Context: an optimization exercise on an open-source flow, tuned for small area. The choices shown serve that exercise and are no tape-out recipe. The RTL was checked by simulation tests, not by an equivalence proof against the original design. Power is estimated from default activity; no workload was simulated.

== build 51 ==
// cqt_decoder
module cqt_decoder (
    input  logic                        clk,
    input  logic                        rst_n,
    input  logic                        cqt_start,
    input  logic [6-1:0]     ctb_x,
    input  logic [5-1:0]     ctb_y,
    input  logic [12-1:0]     pic_width,
    input  logic [11-1:0]     pic_height,
    input  logic                        bin,
    input  logic                        bin_vld,
    input  logic                        cu_done,
    output logic                        dec_run,
    output logic                        ctx_addr_vld,
    output logic [10-1:0]  ctx_addr,
    output logic                        cu_start,
    output logic [12-1:0]     cu_x,
    output logic [11-1:0]     cu_y,
    output logic [2:0]                  cu_log2_size,
    output logic                        cqt_done
);
localparam logic [2:0] S_IDLE = 3'd0;   
localparam logic [2:0] S_LOAD = 3'd1;   
localparam logic [2:0] S_CALC = 3'd2;   
localparam logic [2:0] S_WBIN = 3'd3;   
localparam logic [2:0] S_WCU  = 3'd4;   
  ...
For scale: about 640 cells after synthesis, about 80 I/O pins, roughly 9000 um^2 of cells after synthesis.
clock: 6.0 ns
lec_check: 0
cap_margin: 20
core_margin: 2
core_utilization: 40
slew_margin: 20
standard.sh (not shown) runs the stock make flow with config.mk's settings and CLKGATE_MAP_FILE= SYNTH_SCRIPT=/design/flow/synth_recipe.tcl, a recipe that flattens the netlist after the stock synthesis.
==> flow/flow/run.sh <==
#!/bin/bash
# The standard layout, with smaller port buffers and a leaner clock tree
set -euo pipefail
export BUFFER_PORTS_ARGS="-buffer_cell sky130_fd_sc_hd__buf_1"
export CTS_ARGS="-sink_clustering_enable -repair_clock_nets -dont_use_dummy_load -buf_list sky130_fd_sc_hd__clkbuf_16 -sink_clustering_size 36 -sink_clustering_max_diameter 80"
bash standard.sh > standard_flow.log 2>&1
[inputs] build 15 vs build 51
==> flow/flow/run.sh <==
#!/bin/bash
# The standard layout (standard.sh) with these changes:
# - synthesis maps logic with an area-oriented abc script and without the
#   adder extraction step; registers are mapped as in the standard synthesis
# - ports are buffered with buf_1
# - a leaner clock tree: clkbuf_8 clusters of 20, no dummy loads
set -euo pipefail
here=$(pwd)
rm -rf "$here/scripts_local"
cp -r "$FLOW_HOME/scripts" "$here/scripts_local"
cp "$here/flow/abc.script" "$here/scripts_local/abc_speed.script"
cp "$here/flow/abc.script" "$here/scripts_local/abc_area.script"
export BUFFER_PORTS_ARGS="-buffer_cell sky130_fd_sc_hd__buf_1"
export CTS_ARGS="-sink_clustering_enable -repair_clock_nets -dont_use_dummy_load -buf_list sky130_fd_sc_hd__clkbuf_8 -sink_clustering_size 20 -sink_clustering_max_diameter 60"
bash standard.sh SCRIPTS_DIR="$here/scripts_local" ADDER_MAP_FILE= finish > "$here/standard_flow.log" 2>&1
==> flow/flow/abc.script (new file) <==
strash
&get -n
&fraig -x
&put
scorr
dc2
dretime
strash
&get -n
&dch -f
&nf -R 1000
&put
Notes after the runs:
- The higher multi-input combinational area share came out of build 51.
- [diff] worst slew slack as a fraction of its limit, build 15 relative to build 51: regression
- [compare] base=build 51 new=build 15: die area shows a reduction of 4.7%, path length in cells of the critical path shows no meaningful change, detailed-placement wirelength estimate shows an increase of 320 um, combinational cell fraction of total power shows an increase of 0.3 points.
- Compared with build 51, initial detailed-routing violation count in build 15 decreased by more than a quarter.
The following lists how build 7 was set up differently from build 15:
--- a/flow/flow/run.sh
+++ b/flow/flow/run.sh
@@ -6 +6 @@
-# - a leaner clock tree: clkbuf_8 clusters of 20, no dummy loads
+# - a leaner clock tree: clkbuf_4 clusters of 12, no dummy loads
@@ -14 +14 @@
-export CTS_ARGS="-sink_clustering_enable -repair_clock_nets -dont_use_dummy_load -buf_list sky130_fd_sc_hd__clkbuf_8 -sink_clustering_size 20 -sink_clustering_max_diameter 60"
+export CTS_ARGS="-sink_clustering_enable -repair_clock_nets -dont_use_dummy_load -buf_list sky130_fd_sc_hd__clkbuf_4 -sink_clustering_size 12 -sink_clustering_max_diameter 40"
--- a/flow/flow/abc.script
+++ b/flow/flow/abc.script
@@ -7 +6,0 @@
-dretime
@@ -9,0 +9 @@
+&deepsyn -T 30
Notes after the runs:
- Diff build 15 -> build 7: measured slew at the worst slew-check pin went down, clock buffer count in the final layout increased 14, final instance count without filler cells went up 1.6%, overall power consumption up 24 uW.
- Routed length per instance shrinks by a little under 10% when moving from build 15 to build 7.
- The design area number comes out lower for build 7 vs build 15.
- Synthesized cell count: build 15 vs build 7 — no meaningful difference
- Delta(clock share of power, build 7 - build 15) < 0
- Between build 7 and build 15, it is build 7 whose number of diodes added for antenna fixing is higher, by 1.
- [build 7 vs build 15] register area share after synthesis: higher in build 7
- Taking build 15 as the reference point, the routed wire length of build 7 falls by 5.9%.

---

The RTL this note starts from:
==> flow/design.v <==
`timescale 1ns/1ps
package cqt_state_pkg;
    typedef enum logic [2:0] {
        IDLE        = 3'd0,   
        CALC        = 3'd1,   
        SPLIT_FLAG  = 3'd2,   
        FORCE_SPLIT = 3'd3,   
        LEAF_CU     = 3'd4,   
        NEXT        = 3'd5,   
        ENDING      = 3'd6    
    } cqt_state_t;
endpackage
`timescale 1ns/1ps
package cqt_syntax_pkg;
    typedef logic [1:0] cqt_depth_t;
    typedef enum logic [1:0] {
        CTX_NONE = 2'd0,
        CTX_ONE  = 2'd1,
        CTX_BOTH = 2'd2
    } split_ctx_t;
endpackage
`timescale 1ns/1ps
module cqt_decoder (
    input  logic                        clk,
    input  logic                        rst_n,
    input  logic                        cqt_start,
    input  logic [6-1:0]     ctb_x,
    input  logic [5-1:0]     ctb_y,
    input  logic [12-1:0]     pic_width,
    input  logic [11-1:0]     pic_height,
    input  logic                        bin,
    input  logic                        bin_vld,
    input  logic                        cu_done,
    output logic                        dec_run,
    output logic                        ctx_addr_vld,
    output logic [10-1:0]  ctx_addr,
    output logic                        cu_start,
    output logic [12-1:0]     cu_x,
    output logic [11-1:0]     cu_y,
    output logic [2:0]                  cu_log2_size,
    output logic                        cqt_done
);
localparam logic [2:0] S_IDLE = 3'd0;   
localparam logic [2:0] S_LOAD = 3'd1;   
localparam logic [2:0] S_CALC = 3'd2;   
localparam logic [2:0] S_WBIN = 3'd3;   
localparam logic [2:0] S_WCU  = 3'd4;   
localparam logic [2:0] S_NEXT = 3'd5;   
localparam logic [2:0] S_END  = 3'd6;   
logic [2:0]   st;
logic [2:0]   col, row;      
logic [1:0]   dep;           
logic [5:0]   ph;            
logic [319:0] ring;
logic [1:0]   a0, a4, l0, l4;
logic         a2, a6, l2, l6;
logic [2:0]   msk;           
logic         at_tap;
logic [4:0]   tap, enc;
logic         tap_z;
logic [1:0]   d_a0, d_a4;
logic         d_a2, d_a6;
assign msk    = ~(3'b111 >> dep);
assign at_tap = (ph == ctb_x);
assign tap    = ring[319:315];
logic       x_eq, y_eq;
logic       outside, crossing;
function automatic logic ge3(input logic [2:0] a, input logic [2:0] b);
    ge3 = (a[2] & !b[2]) |
          ((a[2] ~^ b[2]) & ((a[1] & !b[1]) | ((a[1] ~^ b[1]) & (a[0] | !b[0]))));
endfunction
assign x_eq = ctb_x == pic_width[11:6];
assign y_eq = ctb_y == pic_height[10:6];
assign outside  = (x_eq && ge3(col, pic_width[5:3])) ||
                  (y_eq && ge3(row, pic_height[5:3]));
assign crossing = (x_eq && ge3(col | ~msk, pic_width[5:3])) ||
                  (y_eq && ge3(row | ~msk, pic_height[5:3]));
logic cond_l, cond_a;
function automatic logic deeper(input logic [1:0] d, input logic [1:0] u,
                                input logic [1:0] p0, input logic p2,
                                input logic [1:0] p4, input logic p6);
    case (d)
        2'd0:    deeper = (p0 != 2'd0);
        2'd1:    deeper = u[1] ? p4[1] : p0[1];
        default: case (u)
            2'd0:    deeper = (p0 == 2'd3);
            2'd1:    deeper = p2;
            2'd2:    deeper = (p4 == 2'd3);
            default: deeper = p6;
        endcase
    endcase
endfunction
assign cond_l = (ctb_x != '0 || col != '0) && deeper(dep, row[2:1], l0, l2, l4, l6);
assign cond_a = (ctb_y != '0 || row != '0) && deeper(dep, col[2:1], a0, a2, a4, a6);
assign ctx_addr     = {7'd0, cond_l & cond_a, ~(cond_l & cond_a), cond_l ^ cond_a};
assign dec_run      = (st == S_CALC) && !outside && dep != 2'd3 && !crossing;
assign ctx_addr_vld = dec_run;
assign cu_start     = ((st == S_CALC) && !outside && dep == 2'd3) ||
                      ((st == S_WBIN) && bin_vld && !bin);
assign cqt_done     = (st == S_END) && at_tap;
assign cu_x         = {ctb_x, col, 3'd0};
assign cu_y         = {ctb_y, row, 3'd0};
assign cu_log2_size = 3'd6 - {1'b0, dep};
always_comb begin
    case ({a0[1], a4[1]})
        2'b11:   enc = {1'b1, a0[0], a2, a4[0], a6};
        2'b10:   enc = {3'b010, a0[0], a2};
        2'b01:   enc = {3'b001, a4[0], a6};
        default: enc = {4'b0000, a0 == 2'd0};
    endcase
end
assign tap_z = (tap == 5'b00001);
always_comb begin
    if (tap[4]) begin
        d_a0 = {1'b1, tap[3]};
        d_a2 = tap[2];
        d_a4 = {1'b1, tap[1]};
        d_a6 = tap[0];
    end else begin
        d_a0 = tap[3] ? {1'b1, tap[1]} : {1'b0, !tap_z};
        d_a2 = tap[3] & tap[0];
        d_a4 = tap[2] ? {1'b1, tap[1]} : {1'b0, !tap_z};
        d_a6 = tap[2] & tap[0];
    end
end
always_ff @(posedge clk)
    ring <= {ring[314:0], cqt_done ? enc : tap};
always_ff @(posedge clk) begin
    if (!rst_n) ph <= '0;
    else        ph <= {ph[4:0], ph[5] ^ ph[4] ^ (ph[4:0] == 5'd0)};
end
always_ff @(posedge clk) begin
    if (st == S_LOAD && at_tap) begin
        a0 <= d_a0;
        a2 <= d_a2;
        a4 <= d_a4;
        a6 <= d_a6;
    end else if (cu_start) begin
        if ((col & msk) == 3'd0)           a0 <= dep;
        if (((col ^ 3'd2) & msk) == 3'd0)  a2 <= (dep == 2'd3);
        if (((col ^ 3'd4) & msk) == 3'd0)  a4 <= dep;
        if (((col ^ 3'd6) & msk) == 3'd0)  a6 <= (dep == 2'd3);
    end
end
always_ff @(posedge clk) begin
    if (cu_start) begin
        if ((row & msk) == 3'd0)           l0 <= dep;
        if (((row ^ 3'd2) & msk) == 3'd0)  l2 <= (dep == 2'd3);
        if (((row ^ 3'd4) & msk) == 3'd0)  l4 <= dep;
        if (((row ^ 3'd6) & msk) == 3'd0)  l6 <= (dep == 2'd3);
    end
end
always_ff @(posedge clk) begin
    if (!rst_n) begin
        st <= S_IDLE;
    end else begin
        case (st)
            S_IDLE: if (cqt_start) st <= S_LOAD;
            S_LOAD: if (at_tap) st <= S_CALC;
            S_CALC: begin
                if (outside)          st <= S_NEXT;
                else if (cu_start)    st <= S_WCU;
                else if (dec_run)     st <= S_WBIN;
            end
            S_WBIN: if (bin_vld) st <= bin ? S_CALC : S_WCU;
            S_WCU:  if (cu_done) st <= S_NEXT;
            S_NEXT: begin
                if (dep == 2'd0)
                    st <= S_END;
                else if (!(col[3'd3 - dep] & row[3'd3 - dep]))
                    st <= S_CALC;   
            end
            S_END:  if (at_tap) st <= S_IDLE;
            default: st <= S_IDLE;
        endcase
    end
end
always_ff @(posedge clk) begin
    if (st == S_IDLE) begin
        col <= '0;
        row <= '0;
        dep <= '0;
    end else if ((st == S_CALC && !outside && dep != 2'd3 && crossing) ||
                 (st == S_WBIN && bin_vld && bin)) begin
        dep <= dep + 2'd1;   
    end else if (st == S_NEXT && dep != 2'd0) begin
        col[3'd3 - dep] <= !col[3'd3 - dep];
        row[3'd3 - dep] <= row[3'd3 - dep] ^ col[3'd3 - dep];
        if (col[3'd3 - dep] & row[3'd3 - dep])
            dep <= dep - 2'd1;   
    end
end
endmodule
clock: 6.0 ns
lec_check: 0
cap_margin: 20
core_margin: 2
core_utilization: 40
slew_margin: 20
==> flow/flow/run.sh <==
#!/bin/bash
# The standard layout (standard.sh) with these changes:
# - synthesis maps logic with an area-oriented abc script and without the
#   adder extraction step; registers are mapped as in the standard synthesis
# - ports are buffered with buf_1
# - a leaner clock tree: clkbuf_4 clusters of 12, no dummy loads
set -euo pipefail
here=$(pwd)
rm -rf "$here/scripts_local"
cp -r "$FLOW_HOME/scripts" "$here/scripts_local"
cp "$here/flow/abc.script" "$here/scripts_local/abc_speed.script"
cp "$here/flow/abc.script" "$here/scripts_local/abc_area.script"
export BUFFER_PORTS_ARGS="-buffer_cell sky130_fd_sc_hd__buf_1"
export SKIP_REPAIR_TIE_FANOUT=1
export CTS_ARGS="-sink_clustering_enable -repair_clock_nets -dont_use_dummy_load -buf_list sky130_fd_sc_hd__clkbuf_4 -sink_clustering_size 12 -sink_clustering_max_diameter 40"
bash standard.sh SCRIPTS_DIR="$here/scripts_local" ADDER_MAP_FILE= finish > "$here/standard_flow.log" 2>&1
==> flow/flow/abc.script <==
strash
&get -n
&fraig -x
&put
scorr
dc2
strash
&get -n
&deepsyn -T 30
&dch -f
&nf -R 1000
&put
The baseline produced a clean layout.
Rerun with:
==> flow/run.sh (new file) <==
#!/bin/bash
# synth_recipe.tcl (not shown) runs the flow's synth.tcl, then flattens the netlist and writes it again
# the make line also repeats each setting of config.mk as NAME=value (left out here)
make -C /OpenROAD-flow-scripts/flow DESIGN_CONFIG=/design/flow/config.mk WORK_HOME=/design/flow/orfs CLKGATE_MAP_FILE= SYNTH_SCRIPT=/design/flow/synth_recipe.tcl finish
removed: flow/flow/run.sh
removed: flow/flow/abc.script
removed: flow/standard.sh
=> The new run passed the timing, DRC and antenna checks. Global-route usage climbs by 0.55 points. Die area climbs by a few percent. Core utilization climbs by 5.6 points. Area after synthesis climbs by a few percent. Total power climbs by a quarter to a third. First-iteration DRC count drops by a quarter to a third. Clock power climbs by well over a third. Maximum frequency drops by roughly a tenth.
Rerun with:
==> flow/flow/run.sh (new file) <==
#!/bin/bash
# The standard layout, with smaller port buffers and a leaner clock tree
set -euo pipefail
export BUFFER_PORTS_ARGS="-buffer_cell sky130_fd_sc_hd__buf_1"
export CTS_ARGS="-sink_clustering_enable -repair_clock_nets -dont_use_dummy_load -buf_list sky130_fd_sc_hd__clkbuf_8 -sink_clustering_size 20 -sink_clustering_max_diameter 60"
bash standard.sh > standard_flow.log 2>&1
==> flow/standard.sh (new file) <==
#!/bin/bash
# synth_recipe.tcl (not shown) runs the flow's synth.tcl, then flattens the netlist and writes it again
# the make line also repeats each setting of config.mk as NAME=value (left out here)
make -C /OpenROAD-flow-scripts/flow DESIGN_CONFIG=/design/flow/config.mk WORK_HOME=/design/flow/orfs CLKGATE_MAP_FILE= SYNTH_SCRIPT=/design/flow/synth_recipe.tcl "${@:-finish}"
removed: flow/run.sh
The new run finished with timing, DRC and antenna clean.
Register-to-register slack gets better by 30 ps.
Sequential power barely changes.
Fmax rose by 10%.
Wire length fell by about 8%.
Core utilization fell by 5.2 points.
Rerun with:
--- a/flow/flow/run.sh
+++ b/flow/flow/run.sh
@@ -3,4 +3,5 @@
 set -euo pipefail
 export BUFFER_PORTS_ARGS="-buffer_cell sky130_fd_sc_hd__buf_1"
+export RECOVER_POWER=100
 export CTS_ARGS="-sink_clustering_enable -repair_clock_nets -dont_use_dummy_load -buf_list sky130_fd_sc_hd__clkbuf_8 -sink_clustering_size 20 -sink_clustering_max_diameter 60"
 bash standard.sh > standard_flow.log 2>&1
- The changed run ran to the end with violations: max-capacitance violations, max-slew violations
- register-to-register slack degrades by 270 ps
- non-clock buffer count stays the same
- synthesized cell count stays the same
- setup slack loses 170 ps
- combinational power fell by a few percent
- sequential share of layout area climbs by 0.39 points
- flip-flop and latch count does not change
- routed wire length increases slightly
Rerun with:
==> flow/run.sh (new file) <==
#!/bin/bash
# synth_recipe.tcl (not shown) runs the flow's synth.tcl, then flattens the netlist and writes it again
# the make line also repeats each setting of config.mk as NAME=value (left out here)
make -C /OpenROAD-flow-scripts/flow DESIGN_CONFIG=/design/flow/config.mk WORK_HOME=/design/flow/orfs CLKGATE_MAP_FILE= SYNTH_SCRIPT=/design/flow/synth_recipe.tcl finish
Settings changed: CTS_BUF_LIST set to sky130_fd_sc_hd__clkbuf_8, CTS_CLUSTER_DIAMETER set to 60, CTS_CLUSTER_SIZE set to 20.
removed: flow/flow/run.sh
removed: flow/standard.sh
What happened: The changed run completed without violations. Cell area goes up by 5.7%. Via count goes up by 0.42%. Cell count goes up by 0.92%. Wire length goes up by 4.1%. Combinational power goes up by 24%. Clock power goes up by about 20%. Hold slack is better by 27 ps. Die area does not change.

-- static timing again, ports no longer ideal --
How much do the figures lean on ideal ports? The routed layouts below were timed once more, with nothing changed but the port constraints.
Step 1, drivers: a clkbuf_16 drives clk and a buf_2 each remaining input, both assumed.
Step 2 times the ports against the registers' clock, not the clock port: input delays grow and output delays shrink by t, the midpoint of the rising clock arrivals with the driver on.
Slacks: ideal / step 1 / step 2; pairs: ideal / step 1.
run	t (ns)	setup slack, ns	clock arrival spread, ns	worst register clock-pin slew, ns	cell pins on the clock port's net
build 51	0.512	1.478 / 1.438 / 1.912	0.052 / 0.053	0.12 / 0.12	1
build 15	0.545	1.450 / 1.426 / 1.426	0.044 / 0.044	0.11 / 0.11	1
build 7	0.589	1.738 / 1.710 / 1.710	0.075 / 0.075	0.12 / 0.12	1
the first run of note 2	0.588	1.702 / 1.677 / 1.677	0.070 / 0.069	0.12 / 0.12	1
the second run of note 2	0.583	1.016 / 0.971 / 1.200	0.011 / 0.012	0.07 / 0.07	1
the third run of note 2	0.544	1.483 / 1.447 / 1.963	0.039 / 0.039	0.11 / 0.11	1
the fourth run of note 2	0.544	1.310 / 1.286 / 1.286	0.039 / 0.039	0.11 / 0.11	1
the fifth run of note 2	0.570	1.002 / 0.966 / 1.188	0.025 / 0.025	0.11 / 0.11	1
For build 7, which loses most, drivers alone change the setup slack by -0.028 ns; drivers and shift together by -0.028 ns.
